This design comes from an exercise in tuning for small area on the open sky130 flow, not from production work. The RTL was checked by simulation tests, not by an equivalence proof against the original design. Power is estimated from default activity; no workload was simulated.

==> design/flow/design.v <==
`default_nettype none
package battle_pkg;
	typedef logic [7:0] coord_t;  
	typedef logic [2:0] colour_t;  
	typedef logic [4:0] fuel_t;
	typedef logic [3:0] jump_t;
	typedef enum logic [2:0] {
		CLEAR,
		PAINT_MAP,
		DRAW_TANKS,
		WAIT_FRAME,
		ERASE,
		STEP,
		DRAW
	} painter_state_t;
endpackage
`default_nettype wire
`timescale 1ns/10ps
`default_nettype none
module battle_top
#(
	parameter int FRAME_PERIOD = 1000
) (
	input logic clock,
	input logic rst,
	input logic [3:0] key,
	output battle_pkg::coord_t pix_x,
	output battle_pkg::coord_t pix_y,
	output battle_pkg::colour_t pix_colour,
	output logic plot,
	output battle_pkg::fuel_t fuel,
	output logic turn
);
	logic [1:0] mode;  
	logic [14:0] q;
	logic [7:0] px;
	logic [6:0] py;
	logic [10:0] c;
	assign px = q[7:0];
	assign py = q[14:8];
	assign c = q[10:0];
	logic [15:0] q_inc;
	logic screen_mode, row_wrap, screen_wrap, map_end, frame_wrap, first_jump;
	logic walk, erase_end;
	assign screen_mode = ~mode[1];
	assign q_inc = {1'b0, q} + 16'd1;
	assign row_wrap = (px == 8'd255);
	assign screen_wrap = q_inc[15];
	assign map_end = screen_wrap && (mode == 2'd1);
	assign frame_wrap = mode[1] && (c == 11'd2047);
	assign first_jump = (mode == 2'd2) && row_wrap && q[8];
	assign walk = mode[1] && c[10] && (c[9:8] == 2'd0) && !c[6];
	assign erase_end = walk && !c[7] && (c[5:0] == 6'd63);
	always_ff @(posedge clock) begin
		if (rst) begin
			mode <= 2'd0;
			q <= {7'd7, 8'd255};  
		end else begin
			q <= q_inc[14:0] |
				(screen_wrap ? 15'd8 << 8 : 15'd0) |  
				((screen_mode && row_wrap && !map_end) ? 15'd96 : 15'd0) |  
				(map_end ? 15'd1152 : 15'd0) |
				(erase_end ? 15'd59 : 15'd0) |
				(frame_wrap ? 15'd989 : 15'd0) |
				(first_jump ? 15'd330 : 15'd0);
			if (screen_mode) mode <= mode + {1'b0, screen_wrap};
			else if (first_jump) mode <= 2'd3;
		end
	end
	battle_pkg::coord_t a_x, a_y, b_x, b_y;
	logic [3:0] jump_st;  
	logic upd, rot, hill_px, ground;
	localparam logic [3:0] JUMP_ZERO = 4'b0001;
	localparam logic [3:0] JUMP_TEN = 4'b0110;  
	assign upd = mode[1] && (c == 11'd1150);
	assign hill_px = ((px >= 8'd116) && (px < 8'd136)) ||
		((px >= 8'd156) && (px < 8'd176)) ||
		((px >= 8'd196) && (px < 8'd216));
	assign ground = hill_px ? (py > 7'd110) : (py > 7'd125);
	battle_pkg::coord_t sum_y;
	logic [7:0] dy;
	always_comb begin
		if (screen_mode) begin
			pix_x = {px[7:5] - 3'd3, px[4:0]};
			pix_y = {1'b0, py[6:3] - 4'd1, py[2:0]};
			plot = mode[0] || (py[6:3] != 4'd0);
			pix_colour = (mode[0] && ground) ? 3'b111 : 3'b000;
		end else begin
			pix_x = a_x + {4'd0, c[3:0]};
			pix_y = sum_y;
			plot = walk;
			pix_colour = !c[7] ? 3'b000 : (c[5] ? 3'b001 : 3'b010);
		end
	end
	battle_pkg::coord_t nx;
	logic [3:0] njump;
	logic stand, fall, rise, go_right, go_left, move_ok;
	logic hill_here, hill_right, hill_left;
	logic fire_key, right_key, left_key, jump_key;
	assign fire_key = ~key[0];
	assign right_key = ~key[1];
	assign left_key = ~key[2];
	assign jump_key = ~key[3];
	assign move_ok = upd && !fire_key && (fuel != 5'd0);
	assign hill_here = ((a_x >= 8'd20) && (a_x < 8'd40)) ||
		((a_x >= 8'd60) && (a_x < 8'd80)) ||
		((a_x >= 8'd100) && (a_x < 8'd120));
	assign hill_right = ((a_x >= 8'd19) && (a_x < 8'd39)) ||
		((a_x >= 8'd59) && (a_x < 8'd79)) ||
		((a_x >= 8'd99) && (a_x < 8'd119));
	assign hill_left = ((a_x >= 8'd21) && (a_x < 8'd41)) ||
		((a_x >= 8'd61) && (a_x < 8'd81)) ||
		((a_x >= 8'd101) && (a_x < 8'd121));
	logic y_le_hill, y_le_flat, y_eq_hill, y_eq_flat, on_ground, above_ground;
	assign y_le_hill = (a_y <= 8'd102);
	assign y_le_flat = (a_y <= 8'd117);
	assign y_eq_hill = (a_y == 8'd102);
	assign y_eq_flat = (a_y == 8'd117);
	assign on_ground = hill_here ? y_eq_hill : y_eq_flat;
	assign above_ground = (hill_here ? y_le_hill : y_le_flat) && !on_ground;
	always_comb begin
		stand = !jump_key && on_ground;
		fall = (!jump_key || jump_st == JUMP_ZERO) && above_ground;
		rise = jump_key && (jump_st != JUMP_ZERO);
		njump = jump_st;
		if (stand) njump = JUMP_TEN;
		else if (fall) njump = JUMP_ZERO;
		else if (rise) njump = {jump_st[2:0], jump_st[3] ^ jump_st[2]};
		go_right = right_key && (a_x < 8'd144) && (hill_right ? y_le_hill : y_le_flat);
		go_left = !go_right && left_key && (a_x != 8'd0) && (hill_left ? y_le_hill : y_le_flat);
	end
	logic dx_on, dx_neg;
	assign dx_on = move_ok && (go_right || go_left);
	assign dx_neg = move_ok && go_left;
	assign nx = a_x + {{7{dx_neg}}, dx_on};
	always_comb begin
		if (walk) dy = c[4] ? 8'd0 : 8'hff;
		else if (move_ok && rise) dy = 8'hff;
		else if (move_ok && fall) dy = 8'd1;
		else dy = 8'd0;
	end
	assign sum_y = a_y + dy;
	assign rot = screen_mode ||
		(walk && c[4:0] == 5'd31) ||
		(mode[1] && c == 11'd1149 && turn) ||
		(upd && !fire_key) ||
		(mode[1] && c == 11'd1151 && !turn);
	always_ff @(posedge clock) begin
		if (rot) begin
			a_x <= b_x;
			a_y <= b_y;
			if (screen_mode) begin
				b_x <= px[0] ? 8'd76 : 8'd5;
				b_y <= 8'd110;
			end else begin
				b_x <= nx;
				b_y <= sum_y;
			end
		end
	end
	always_ff @(posedge clock) begin
		if (rst) begin
			turn <= 1'b0;
			fuel <= 5'd30;
			jump_st <= JUMP_TEN;
		end else if (upd) begin
			if (fire_key) begin
				turn <= ~turn;
				fuel <= 5'd30;
				jump_st <= JUMP_TEN;
			end else if (fuel != 5'd0) begin
				jump_st <= njump;
				if (go_right || go_left || rise) fuel <= fuel - 5'd1;
			end
		end
	end
endmodule
`default_nettype wire
==> design/flow/run.sh <==
#!/bin/bash
# synth_recipe.tcl (not shown) runs the flow's synth.tcl, then flattens the netlist and writes it again
# the make line also repeats each setting of config.mk as NAME=value (left out here)
make -C /OpenROAD-flow-scripts/flow DESIGN_CONFIG=/design/flow/config.mk WORK_HOME=/design/flow/orfs CLKGATE_MAP_FILE= SYNTH_SCRIPT=/design/flow/synth_recipe.tcl finish
==> design/flow/config.mk <==
export PLATFORM = sky130hd
export DESIGN_NAME = battle_top
export DESIGN_NICKNAME = battle_top
export VERILOG_FILES = /design/flow/design.v
export SDC_FILE = /design/flow/constraint.sdc
export NUM_CORES = 4
export LEC_CHECK = 0
export CAP_MARGIN = 20
export CORE_MARGIN = 2
export CORE_UTILIZATION = 40
export CTS_BUF_LIST = sky130_fd_sc_hd__clkbuf_4
export CTS_CLUSTER_DIAMETER = 300
export CTS_CLUSTER_SIZE = 60
export SLEW_MARGIN = 20
==> design/flow/constraint.sdc <==
create_clock -name core_clock -period 10.0 [get_ports {clock}]
set_input_delay 2.0000 -clock core_clock [delete_from_list [all_inputs] [get_ports {clock}]]
set_output_delay 2.0000 -clock core_clock [all_outputs]
set_load 0.01 [all_outputs]
==> run summary, run 1 <==
worst rel slew slack=51.1%; setup bufs post-CTS=0; WP data required=approximately 8.0 ns; top cells by area, synth=edfxtp_1 (24%), dfxtp_1 (13%), ha_1 (9.5%), xnor2_1 (5.0%), nor2_1 (3.4%); Peak Freq=129 MHz; via count=roughly 3,300; Pint=431 uW; post_cts resized=0; Hold Worst Slack=about 0.43 ns; result of the run=no timing/DRC/antenna violations; Top FF cell, synth=edfxtp_1; flop2flop setup slack=around 5.7 ns; Hold Path Origin=b_x[3]$_DFFE_PP_; startpoint types=primary input; Post-synth ARST share=0%; Die Width=about 100 um; vias in the first global route=approximately 3,200; Synth Area in Compound Gates=around 18%; fraction of the cycle the final worst path needs=between 70 and 80%; worst skew pair latency=~0.43 ns; setup ws final=~2.2 ns; min Tclk post-route=7.75 ns; unrepaired setup endpoints after global routing=no; Placer Congestion=approximately 0.8; largest net degree at the start of global routing=slightly above 50; area of the mapped netlist=around 4100 sq um; nets=about 500; synthesis-stage register bit count=just under 60; clk_skew=between 0.015 and 0.02 ns; Hold Path End=a_x[3]$_DFFE_PP_; router iterations before antenna repair=4; Comb pwr share=roughly 32%; Initial Util=41.4%; clock buffer depth=2; post-synthesis mux area share=3.69%; root buffer cell=clkbuf_4; num ports=32; Placed Cells=584; top cell type by total area after synthesis=edfxtp_1; Power Total=~660 uW; R2R depth=15; Net Switching=~230 uW; worst-margin pin slew=0.731 ns; synthesis warning total=1; core box area=9820 sq um; hold buffer count at cts=0; Cells on Worst Hold Path=0; hold crit path type=reg2reg; Inserted Diodes=0; post-placement setup slack=roughly 2.2 ns; port bufs=31; Total Wirelength=between 9 and 10 mm; Peak VDD IR=76.0 uV; share of layout cells above drive strength 1=7.73%; Seq pwr share=roughly 46%; Static Leak=about 1.9 nW; Site Rows=36; die height=105 um; initial antenna violation count=0; syn avg cell area=roughly 9.4 sq um; Clk network pwr share=21.7%; largest family of logic cells by synthesized area=simple AND/OR/NAND/NOR gates; most common cell in the synthesized netlist=nor2_1; clock slew at reported path FFs=around 0.08 ns; Adder-Cell Fraction of Synth Area=about 11%; DRT antenna net count=0; RR Startpoint=a_y[6]$_DFFE_PP_; nature of the critical path endpoint=output port; drt drc=0; post-synth top area share=between 20% and 30%; clk sinks=59; WL/cell=roughly 16 um; cts bufs inserted=9; Simple-Gate Fraction of Synth Area=18.7%; first-pass GRT wire length=16.0 mm; Synth Net Count=approximately 470; Switching Share=about 35%; most frequent cells after synthesis=nor2_1 (37), nand2_1 (33), edfxtp_1 (32); Area growth, synth to finish=12.8%; die area=11,000 sq um; Post-synth EDFFs=32; worst path arrival time=5.75 ns; FF-to-FF End=b_x[7]$_SDFFCE_PN0P_; unique cell type count in the Yosys netlist=69; Iteration-0 DRC Markers=around 200; TritonCTS clock tree=built; Crit Path Max Fanout=11; Max Cap Viol=0; Final Instance Count excl. Fillers=599; PwrDens=between 100 and 150 nW/um^2; GR Util All Layers=approximately 19%; Max Slew Vio Count=0; Hold Vio Cnt, Final=0; Via density=5.54; WS Path Type=in2out; final setup fails=0; Seq/Total Area, Yosys=about 37%; Synth Area in XOR/XNOR=between 7 and 8%; hpwl dp=~7 mm; H-tree Lvls=3; grt total ovfl=0; setup TNS=0 ns; Mapped Cells=about 430
-- state kept, by name, summed over array words and instances, names as in the netlist --
name     flops
turn         1
a_y          8
q           15
b_y          8
a_x          8
b_x          8
jump_st      4
fuel         5
mode         2
-- power by group through the flow --
stage | combinational [mW] | clock [mW] | sequential, mW
after CTS | 0.213 | 0.150 | 0.303
after global placement | 0.211 | 0 | 0.308
after detailed placement | 0.212 | 0 | 0.309
final | 0.212 | 0.143 | 0.304
after floorplan | 0.139 | 0 | 0.293
after global routing | 0.235 | 0.159 | 0.308
-- worst max path at each step --
stage | depth (start not counted) | slack [ns] | endpoint | startpoint
2_1_floorplan | 5 | 3.69 | a_x[0]$_DFFE_PP_ | key[0]
4_1_cts | 13 | 2.25 | pix_y[7] | key[0]
3_5_place_dp | 13 | 2.25 | pix_y[7] | key[0]
5_1_grt | 13 | 2.00 | pix_y[7] | key[0]
3_3_place_gp | 13 | 2.37 | pix_y[7] | key[0]
6_report | 13 | 2.25 | pix_y[7] | key[0]
-- kinds of logic after synthesis --
logic type | count (synthesis)
and+or+nand+nor | 145
AOI/OAI and AO/OA | 104
DFF | 59
buffers and inverters | 45
adders and majority gates | 34
xor gates and xnor gates | 33
muxes | 14
-- through the flow --
stage          cell area (sq um)  utilization, %
5_1_grt                     4590            46.7
6_report                    4590            46.7
2_1_floorplan               4070               -
4_1_cts                     4590            46.7
3_5_place_dp                4490            45.7
3_3_place_gp                4490            45.7
-- worst max-delay path, stage by stage --
cell	delay (ns)
clkdlybuf4s50_1	0.60
a21oi_1	0.46
and2_1	0.24
o2bb2ai_1	0.34
ha_1	0.36
a21o_1	0.18
a21oi_1	0.23
o21bai_1	0.09
a21oi_1	0.22
o21ai_0	0.15
xnor2_1	0.21
and2_1	0.15
clkdlybuf4s50_1	0.53
-- placed cells by master, fill, tap and decap left out, types with 3 or more instances in the layout --
cell type	netlist	final
xor2_1	10	10
a211oi_1	6	6
nor3_1	8	8
nand2_1	33	33
a21o_1	10	10
edfxtp_1	32	32
nor2_1	37	37
and3_1	6	6
and2_1	11	11
clkdlybuf4s50_1	0	31
nand3_1	12	12
nor4b_1	4	4
inv_1	28	28
o21a_1	5	5
o21bai_1	5	5
nor2b_1	4	4
ha_1	31	31
nand4_1	5	5
clkbuf_4	0	11
a31oi_1	4	4
mux2i_1	9	9
clkinv_2	0	3
xnor2_1	23	23
a21oi_1	23	23
mux2_2	4	4
o21ai_0	18	18
nand2b_1	7	7
dfxtp_1	27	27
fa_1	3	3
-- metal layers --
metal  wire [um]  vias up  share of wire [%]  global-route usage (%)
li1            -     1634                  -                       -
met1        4500     1576                 46                    23.8
met2        4540       92                 47                    29.3
met3         439       19                4.5                    5.43
met4         223        0                2.3                    7.14
met5           0        -                  0                       0
-- final cells by class --
| type | count | area (sq um) |
|---|---|---|
| multi-input combinational | 330 | 2380 |
| inverter | 29 | 109 |
| sequential | 59 | 1500 |
| fill | 989 | 5230 |
| tap | 133 | 166 |
| clock buffer | 11 | 82.6 |
| timing repair buffer | 33 | 325 |
| clock inverter | 4 | 18.8 |
==> inputs of run 2 (changes only) <==
--- a/design/flow/config.mk
+++ b/design/flow/config.mk
@@ -8,7 +8,7 @@
 export CAP_MARGIN = 20
 export CORE_MARGIN = 2
 export CORE_UTILIZATION = 40
-export CTS_BUF_LIST = sky130_fd_sc_hd__clkbuf_4
-export CTS_CLUSTER_DIAMETER = 300
-export CTS_CLUSTER_SIZE = 60
+export CTS_BUF_LIST = sky130_fd_sc_hd__clkbuf_8
+export CTS_CLUSTER_DIAMETER = 100
+export CTS_CLUSTER_SIZE = 30
 export SLEW_MARGIN = 20
==> run 2 against run 1 <==
  * Combinational power barely moved
  * Worst setup slack better by 0.024 ns
  * Core utilization up 0.60 points
  * Via count down 0.90%
  * Sequential power is essentially flat
  * Clock-buffer cell count down 1
  * Design area grew 1.3%
  * Global-route usage decreased by 0.16 points
  * Critical endpoint unchanged
  * Largest power group unchanged
==> run summary, run 2 <==
result of the run=no timing/DRC/antenna violations; Static Leak=1.93 nW (+1.5%); Site Rows=36 (unchanged); Iteration-0 DRC Markers=210 (+4.5%); Area growth, synth to finish=14.2%; hpwl dp=7.00 mm (unchanged); DRT antenna net count=0 (unchanged); Via density=5.49 (-0.90%); FF-to-FF End=b_x[7]$_SDFFCE_PN0P_; Peak Freq=129 MHz (+0.31%); first-pass GRT wire length=15.9 mm (-0.73%); num ports=32 (unchanged); Seq/Total Area, Yosys=36.9% (unchanged); commonest cells after routing, fill and taps aside=nor2_1 (37), nand2_1 (33), edfxtp_1 (32), ha_1 (31), clkdlybuf4s50_1 (31); post_cts resized=0 (unchanged); RR Startpoint=a_y[7]$_DFFE_PP_; Crit Path Max Fanout=11 (unchanged); worst path arrival time=5.73 ns (-0.02 ns); via count=3,291 (-0.90%); Cell Area, Placed=4490 sq um (unchanged); unique cell type count in the Yosys netlist=69 (unchanged); Die Width=105 um (unchanged); drt drc=0 (unchanged); WP data required=8.00 ns (about the same); Synth Net Count=474 (unchanged); most common cell in the synthesized netlist=nor2_1; clock buffer depth=2 (unchanged); H-tree Lvls=3 (unchanged); flop2flop setup slack=5.67 ns (about the same); unrepaired setup endpoints after global routing=no; router iterations before antenna repair=4 (unchanged); vias in the first global route=3,210 (-0.34%); clock slew at reported path FFs=0.06 ns (-0.02 ns); cts bufs inserted=9 (unchanged); synthesis-stage register bit count=59 (unchanged); setup TNS=0 ns (unchanged); Layout Cell Area excl Fill=4650 sq um (+1.3%); Post-synth EDFFs=32 (unchanged); Inserted Diodes=0 (unchanged); Peak VDD IR=81.6 uV (+7.3%); hold crit path type=reg2reg; Total Wirelength=9.64 mm (-0.62%); root buffer cell=clkbuf_8; share of layout cells above drive strength 1=7.30% (-0.43 points); commonest non-fill, non-tap cell in the layout=nor2_1; Mapped Cells=434 (unchanged); crit path from=key[0]; multi-input logic area=2380 sq um (unchanged); worst skew pair latency=0.35 ns (-0.08 ns); Max Cap Viol=0 (unchanged); final setup fails=0 (unchanged); PwrDens=151 nW/um^2 (+5.2%); min Tclk post-route=7.73 ns (-0.0237 ns); Power Total=701 uW (+6.5%); syn avg cell area=9.37 sq um (unchanged); startpoint types=primary input; crit path capture=pix_y[7]; die height=105 um (unchanged); top cells by area, synth=edfxtp_1 (24%), dfxtp_1 (13%), ha_1 (9.5%), xnor2_1 (5.0%), nor2_1 (3.4%); Fillers=985 (-0.40%); cell-by-cell trace of the critical path=clkdlybuf4s50_1 > a21oi_1 > and2_1 > o2bb2ai_1 > ha_1 > a21o_1 > a21oi_1 > o21bai_1 > a21oi_1 > o21ai_0 > xnor2_1 > and2_1 > clkdlybuf4s50_1; Max Slew Vio Count=0 (unchanged); setup bufs post-CTS=0 (unchanged); Top FF cell, synth=edfxtp_1; max FFs per register=15 (unchanged); area of the mapped netlist=4070 sq um (unchanged); grt total ovfl=0 (unchanged); initial antenna violation count=0 (unchanged); Final Core Density=47.3% (+0.60 points); clk_skew=0.00913 ns (-0.00623 ns); synthesis warning total=1 (unchanged); core box area=9820 sq um (unchanged); hold buffer count at cts=0 (unchanged); largest net degree at the start of global routing=51 (unchanged); GR Util All Layers=18.4% (-0.16 points); worst-margin pin slew=0.732 ns (+0.000859 ns); port bufs=31 (unchanged); top cell type by total area after synthesis=edfxtp_1; Storage cell area=1500 sq um (unchanged); CP max stage cell=clkdlybuf4s50_1; post-synth top area share=23.6% (unchanged); fraction of the cycle the final worst path needs=77.3% (-0.24 points); TritonCTS clock tree=built; nature of the critical path endpoint=output port; worst rel slew slack=51.1% (-0.057 points); most used cell, CP=a21oi_1; die area=11,000 sq um (unchanged); nets=502 (unchanged); clk sinks=59 (unchanged); Largest stage delay, worst path=0.59 ns (about the same); Hold Vio Cnt, Final=0 (unchanged); Placer Congestion=0.816 (unchanged); most frequent cells after synthesis=nor2_1 (37), nand2_1 (33), edfxtp_1 (32); Initial Util=41.4% (unchanged); Biggest register=q; Post-synth ARST share=0% (unchanged); R2R depth=14 (-1); WL/cell=16.1 um (-0.62%); WS Path Type=in2out
run 2: final cells by class:
cell class	instances	area share, %
inverters	29	2.34
repair buffers	33	7.00
multi-input cells	330	51.3
flip-flops and latches	59	32.3
clock inverters	5	0.485
clock buffers	10	2.96
well taps	133	3.58
run 2: power by group:
| part | internal (mW) | switching (mW) | total (mW) |
|---|---|---|---|
| combinational | 0.108 | 0.104 | 0.212 |
| sequential | 0.270 | 0.0342 | 0.304 |
| clock | 0.0920 | 0.0937 | 0.186 |
| total | 0.470 | 0.231 | 0.701 |
run 2: critical path, delay by kind of cell:
family	cells	cell delay (ns)
compound gates	7	1.67
buf+inv	2	1.12
simple gates	2	0.39
fa+ha+maj	1	0.36
xor+xnor	1	0.21
run 2: how the worst min path moves through the flow:
stage	from	to	slack (ns)	depth (start not counted)
global route	b_x[3]$_DFFE_PP_	a_x[3]$_DFFE_PP_	0.43	0
finish	b_x[3]$_DFFE_PP_	a_x[3]$_DFFE_PP_	0.42	0
floorplan	b_x[0]$_DFFE_PP_	a_x[0]$_DFFE_PP_	0.40	0
global placement	b_x[3]$_DFFE_PP_	a_x[3]$_DFFE_PP_	0.40	0
CTS	b_x[3]$_DFFE_PP_	a_x[3]$_DFFE_PP_	0.42	0
detailed placement	b_x[7]$_SDFFCE_PN0P_	a_x[7]$_DFFE_PP_	0.41	0
run 2: cells by family after synthesis:
kind of cell / synth area share [%]
AOI/OAI and AO/OA: 17.9
xor gates and xnor gates: 7.11
adders and majority gates: 11.0
buffers and inverters: 4.64
DFF: 36.9
muxes: 3.69
and+or+nand+nor: 18.7
run 2: per-layer routing:
layer / vias up / share of wire, % / global-route usage, %
met4: 0 / 1.8 / 8.67
li1: 1631 / - / -
met5: - / 0 / 0
met2: 72 / 47 / 29.0
met3: 12 / 3.8 / 4.30
met1: 1576 / 48 / 23.6
run 2: through the flow:
| step | worst slack [ns] | std cells | hold WS, ns |
|---|---|---|---|
| after floorplan | 3.69 | 434 | 0.400 |
| after global placement | 2.37 | 584 | 0.401 |
| after detailed placement | 2.25 | 584 | 0.405 |
| after CTS | 2.25 | 599 | 0.423 |
| after global routing | 2.01 | 599 | 0.427 |
| final | 2.27 | 599 | 0.420 |

## port drivers added, routing unchanged
The flow's constraints put no driver on any port. The routed layouts listed below were extracted and timed again, unchanged, in two steps.
Step 1, drivers: a clkbuf_16 drives clock and a buf_2 each remaining input, both assumed.
Step 2, shift: input delay + t, output delay - t, t = (earliest + latest rising clock arrival at the registers) / 2. This alone moves slack from input paths to output paths.
Three values: ideal, step 1, step 2; two values: the first two.
run	t (ns)	setup WS [ns]	worst register clock-pin slew, ns	pins driven straight from the clock port
run 1	0.459	2.247 / 2.226 / 2.226	0.10 / 0.10	1
run 2	0.378	2.270 / 2.249 / 2.249	0.07 / 0.07	1
After both steps every run listed still meets setup and hold.
